From an optimization exercise on the open Yosys and OpenROAD flow, aimed at small area, a short achievable clock period and few clock cycles per item; shortcuts taken in it are not production practice.
The RTL was checked by simulation tests, not by an equivalence proof against the original design.

// blowfish_dec_iter
module blowfish_dec_iter (
  input  logic         clk,
  input  logic         rst_n,
  input  logic         in_valid,
  output logic         in_ready,
  input  logic [63:0]  ct,
  input  logic [448:0] key,
  output logic         out_valid,
  input  logic         out_ready,
  output logic [63:0]  pt
);
Size in the first run: roughly 5600 cells after synthesis, about 1200 flip-flops, about 580 I/O pins, ~47000 µm² of cells after synthesis.
==> flow/config.mk <==
export PLATFORM = sky130hd
export DESIGN_NAME = blowfish_dec_iter
export DESIGN_NICKNAME = blowfish_dec_iter
export VERILOG_FILES = /design/flow/design.v
export SDC_FILE = /design/flow/constraint.sdc
export NUM_CORES = 4
export LEC_CHECK = 0
export ABC_AREA = 1
export CAP_MARGIN = 0
export CORE_MARGIN = 2
export CORE_UTILIZATION = 60
export CTS_BUF_LIST = sky130_fd_sc_hd__clkbuf_16
export CTS_CLUSTER_DIAMETER = 100
export CTS_CLUSTER_SIZE = 30
export SLEW_MARGIN = 0
export TNS_END_PERCENT = 30
==> flow/constraint.sdc <==
create_clock -name core_clock -period 12.5 [get_ports {clk}]
set_input_delay 2.5000 -clock core_clock [delete_from_list [all_inputs] [get_ports {clk}]]
set_output_delay 2.5000 -clock core_clock [all_outputs]
set_load 0.01 [all_outputs]
standard.sh (not shown) runs the stock make flow with config.mk's settings and CLKGATE_MAP_FILE= SYNTH_SCRIPT=/design/flow/synth_recipe.tcl, a recipe that flattens the netlist after the stock synthesis.
==> flow/flow/run.sh <==
#!/bin/bash
# The standard layout, with two changes to how it is made: the port buffers are the smallest
# buffer (buf_1) and timing repair aims for more setup slack than the clock period needs.
# make's full output goes to standard.log; each ORFS step logs under orfs/logs/.
set -euo pipefail
bash standard.sh \
  "BUFFER_PORTS_ARGS=-buffer_cell sky130_fd_sc_hd__buf_1" \
  "SETUP_SLACK_MARGIN=${FLOW_SETUP_MARGIN:-8.5}" \
  finish > standard.log 2>&1
Testbench counts at the start, summed over its fixed seeds: cycles 5,168, items 320.
Change:
--- a/flow/design.v
+++ b/flow/design.v
@@ -6,21 +6,21 @@
     32'ha4093822, 32'h299f31d0, 32'h082efa98, 32'hec4e6c89,
     32'h452821e6, 32'h38d01377, 32'hbe5466cf, 32'h34e90c6c,
     32'hc0ac29b7, 32'hc97c50dd, 32'h3f84d5b5, 32'hb5470917,
     32'h9216d5d9, 32'h8979fb1b
   };
 endpackage
 module feistel_sbox (
   input  logic [31:0] x,
-  output logic [23:0] s1h,
-  output logic [23:0] s2h,
-  output logic [23:0] s3h,
+  output logic [15:0] s1h,
+  output logic [15:0] s2h,
+  output logic [15:0] s3h,
   output logic [31:0] s4,
-  output logic [7:0] zl,
+  output logic [15:0] zl,
   output logic        cl
 );
   function automatic logic [31:0] hi1(input logic [3:0] n);
     logic [15:0] tt [32];
     tt[0] = 16'h0000;
     tt[1] = 16'h0000;
     tt[2] = 16'h0000;
     tt[3] = 16'h0000;
@@ -309,38 +309,36 @@
   logic [31:0] s1_w;
   assign s1_w = (hi1(x[31:28]) + lo1(x[27:24])) ^ 32'h7f4a7c15;
   logic [31:0] s2_w;
   assign s2_w = (hi2(x[23:20]) + lo2(x[19:16])) ^ 32'h165667b1;
   logic [31:0] s3_w;
   assign s3_w = (hi3(x[15:12]) + lo3(x[11:8])) ^ 32'hd3a2646c;
   logic [31:0] s4_w;
   assign s4_w = (hi4(x[7:4]) + lo4(x[3:0])) ^ 32'hfd7046c5;
-  logic [8:0] ql;
-  assign ql  = {1'b0, s1_w[7:0]} + {1'b0, s2_w[7:0]};
-  assign zl  = ql[7:0] ^ s3_w[7:0];
-  assign cl  = ql[8];
-  assign s1h = s1_w[31:8];
-  assign s2h = s2_w[31:8];
-  assign s3h = s3_w[31:8];
+  logic [16:0] ql;
+  assign ql  = {1'b0, s1_w[15:0]} + {1'b0, s2_w[15:0]};
+  assign zl  = ql[15:0] ^ s3_w[15:0];
+  assign cl  = ql[16];
+  assign s1h = s1_w[31:16];
+  assign s2h = s2_w[31:16];
+  assign s3h = s3_w[31:16];
   assign s4  = s4_w;
 endmodule
 module feistel_mix (
-  input  logic [23:0] s1h,
-  input  logic [23:0] s2h,
-  input  logic [23:0] s3h,
+  input  logic [15:0] s1h,
+  input  logic [15:0] s2h,
+  input  logic [15:0] s3h,
   input  logic [31:0] s4,
-  input  logic [7:0] zl,
+  input  logic [15:0] zl,
   input  logic        cl,
   output logic [31:0] f
 );
-  logic [24:0] qh;
-  logic [23:0] zh;
-  assign qh = {s1h, 1'b1} + {s2h, cl};
-  assign zh = qh[24:1] ^ s3h;
+  logic [15:0] zh;
+  assign zh = (s1h + s2h + 16'(cl)) ^ s3h;
   assign f  = {zh, zl} + s4;
 endmodule
 module blowfish_dec_iter (
   input  logic         clk,
   input  logic         rst_n,
   input  logic         in_valid,
   output logic         in_ready,
   input  logic [63:0]  ct,
@@ -359,17 +357,17 @@
     pr = 32'd0;
     for (int i = 0; i < 16; i++) begin
       if (r == 4'(i)) pr = pc(16 - i);
     end
   endfunction
   logic [31:0] t1_q, u1_q;
   logic        v1_q, d1_q, f1_q, q1_q;
   logic [3:0]  c1_q;
-  localparam int FLo = 8;
+  localparam int FLo = 16;
   logic [31-FLo:0] s1h_q, s2h_q, s3h_q;
   logic [FLo-1:0]  zl_q;
   logic            cl_q;
   logic [31:0]     s4_q, up2_q, tp2_q;
   logic        v2_q, d2_q, f2_q, q2_q;
   logic [3:0]  c2_q;
   logic [31:0] ring_q [28];
   logic [63:0] pt_q;
=>
- cell area goes up slightly
- sequential cell count is lower by 16
- setup slack is worse by 0.024 ns
- register-to-register slack hardly moves
- clock-buffer cell count goes up by 2
- global-route usage rose by 0.69 points
- via count came out higher by a few percent
- fmax falls slightly
Testbench counts after the change, summed over its fixed seeds: cycles 5,168, items 320.

---

RTL: one of the versions met above, not the one the previous note started from.
Size in the first run: ~4,100 cells after synthesis, roughly 1,200 flip-flops, ~580 I/O pins, about 46,000 µm² of cells after synthesis.
Settings: LEC_CHECK=0, CAP_MARGIN=0, CORE_MARGIN=2, CORE_UTILIZATION=60, CTS_BUF_LIST=sky130_fd_sc_hd__clkbuf_16, CTS_CLUSTER_DIAMETER=100, CTS_CLUSTER_SIZE=30, SLEW_MARGIN=0, TNS_END_PERCENT=30; clock period 12.5 ns.
Scripts as last shown in full above: flow/flow/run.sh
Testbench counts at the start, summed over its fixed seeds: cycles 5,168, items 320.
Next try:
--- a/flow/design.v
+++ b/flow/design.v
@@ -5,23 +5,23 @@
     32'h243f6a88, 32'h85a308d3, 32'h13198a2e, 32'h03707344,
     32'ha4093822, 32'h299f31d0, 32'h082efa98, 32'hec4e6c89,
     32'h452821e6, 32'h38d01377, 32'hbe5466cf, 32'h34e90c6c,
     32'hc0ac29b7, 32'hc97c50dd, 32'h3f84d5b5, 32'hb5470917,
     32'h9216d5d9, 32'h8979fb1b
   };
 endpackage
 module feistel_sbox (
   input  logic [31:0] x,
-  output logic [15:0] s1h,
-  output logic [15:0] s2h,
-  output logic [15:0] s3h,
+  output logic [17:0] s1h,
+  output logic [17:0] s2h,
+  output logic [17:0] s3h,
   output logic [31:0] s4,
-  output logic [15:0] zl,
+  output logic [13:0] zl,
   output logic        cl
 );
   function automatic logic [31:0] hi1(input logic [3:0] n);
     logic [15:0] tt [32];
     tt[0] = 16'h0000;
     tt[1] = 16'h0000;
     tt[2] = 16'h0000;
     tt[3] = 16'h0000;
     tt[4] = 16'haaaa;
@@ -308,38 +308,40 @@
   endfunction
   logic [31:0] s1_w;
   assign s1_w = (hi1(x[31:28]) + lo1(x[27:24])) ^ 32'h7f4a7c15;
   logic [31:0] s2_w;
   assign s2_w = (hi2(x[23:20]) + lo2(x[19:16])) ^ 32'h165667b1;
   logic [31:0] s3_w;
   assign s3_w = (hi3(x[15:12]) + lo3(x[11:8])) ^ 32'hd3a2646c;
   logic [31:0] s4_w;
   assign s4_w = (hi4(x[7:4]) + lo4(x[3:0])) ^ 32'hfd7046c5;
-  logic [16:0] ql;
-  assign ql  = {1'b0, s1_w[15:0]} + {1'b0, s2_w[15:0]};
-  assign zl  = ql[15:0] ^ s3_w[15:0];
-  assign cl  = ql[16];
-  assign s1h = s1_w[31:16];
-  assign s2h = s2_w[31:16];
-  assign s3h = s3_w[31:16];
+  logic [14:0] ql;
+  assign ql  = {1'b0, s1_w[13:0]} + {1'b0, s2_w[13:0]};
+  assign zl  = ql[13:0] ^ s3_w[13:0];
+  assign cl  = ql[14];
+  assign s1h = s1_w[31:14];
+  assign s2h = s2_w[31:14];
+  assign s3h = s3_w[31:14];
   assign s4  = s4_w;
 endmodule
 module feistel_mix (
-  input  logic [15:0] s1h,
-  input  logic [15:0] s2h,
-  input  logic [15:0] s3h,
+  input  logic [17:0] s1h,
+  input  logic [17:0] s2h,
+  input  logic [17:0] s3h,
   input  logic [31:0] s4,
-  input  logic [15:0] zl,
+  input  logic [13:0] zl,
   input  logic        cl,
   output logic [31:0] f
 );
-  logic [15:0] zh;
-  assign zh = (s1h + s2h + 16'(cl)) ^ s3h;
+  logic [18:0] qh;
+  logic [17:0] zh;
+  assign qh = {s1h, 1'b1} + {s2h, cl};
+  assign zh = qh[18:1] ^ s3h;
   assign f  = {zh, zl} + s4;
 endmodule
 module blowfish_dec_iter (
   input  logic         clk,
   input  logic         rst_n,
   input  logic         in_valid,
   output logic         in_ready,
   input  logic [63:0]  ct,
   input  logic [448:0] key,
@@ -356,19 +358,19 @@
   function automatic logic [31:0] pr(input logic [3:0] r);
     pr = 32'd0;
     for (int i = 0; i < 16; i++) begin
       if (r == 4'(i)) pr = pc(16 - i);
     end
   endfunction
   logic [31:0] t1_q, u1_q;
   logic        v1_q, d1_q, f1_q, q1_q;
   logic [3:0]  c1_q;
-  localparam int FLo = 16;
+  localparam int FLo = 14;
   logic [31-FLo:0] s1h_q, s2h_q, s3h_q;
   logic [FLo-1:0]  zl_q;
   logic            cl_q;
   logic [31:0]     s4_q, up2_q, tp2_q;
   logic        v2_q, d2_q, f2_q, q2_q;
   logic [3:0]  c2_q;
   logic [31:0] ring_q [28];
   logic [63:0] pt_q;
   logic        out_valid_q, ld_q, rdy_q, acc_seq_q, head_seq_q;
The changed run finished clean.
Setup slack gets worse by 0.062 ns.
Cell area barely changes.
Non-clock buffer count grows by 37.
Wire length barely changes.
Worst hold slack gains 0.0046 ns.
Maximum frequency fell by about 1.4%.
Synthesized area falls by about 0.33%.
Cell count decreases by about 0.5%.
Die area decreases by 0.33%.
Testbench counts after the change, summed over its fixed seeds: cycles 5,168, items 320.

port drivers added, routing unchanged:
The flow's constraints put no driver on any port. The routed layouts listed below were extracted and timed again, unchanged, in two steps.
Step 1 assumes that a clkbuf_16 drives the clock port and a buf_2 every other input.
Step 2, shift: input delay + t, output delay - t, t = (earliest + latest rising clock arrival at the registers) / 2. This alone moves slack from input paths to output paths.
Three values: ideal, step 1, step 2; two values: the first two.
| run | t, ns | setup WS [ns] | worst hold slack (ns) | clock arrival spread, ns |
|---|---|---|---|---|
| the first run of note 1 | 0.732 | 8.581 / 8.534 / 8.247 | 0.295 / 0.295 / 0.295 | 0.080 / 0.081 |
| the second run of note 1 | 0.721 | 8.558 / 8.480 / 8.004 | 0.311 / 0.311 / 0.311 | 0.055 / 0.056 |
| the first run of note 2 | 0.722 | 8.292 / 8.292 / 8.228 | 0.311 / 0.311 / 0.311 | 0.032 / 0.032 |
| the second run of note 2 | 0.714 | 8.230 / 8.230 / 8.230 | 0.316 / 0.316 / 0.316 | 0.037 / 0.037 |
After both steps setup and hold are still met in every run listed. The setup slack of the second run of note 1, which loses most, moves by -0.078 ns with the drivers and by -0.554 ns with both steps.
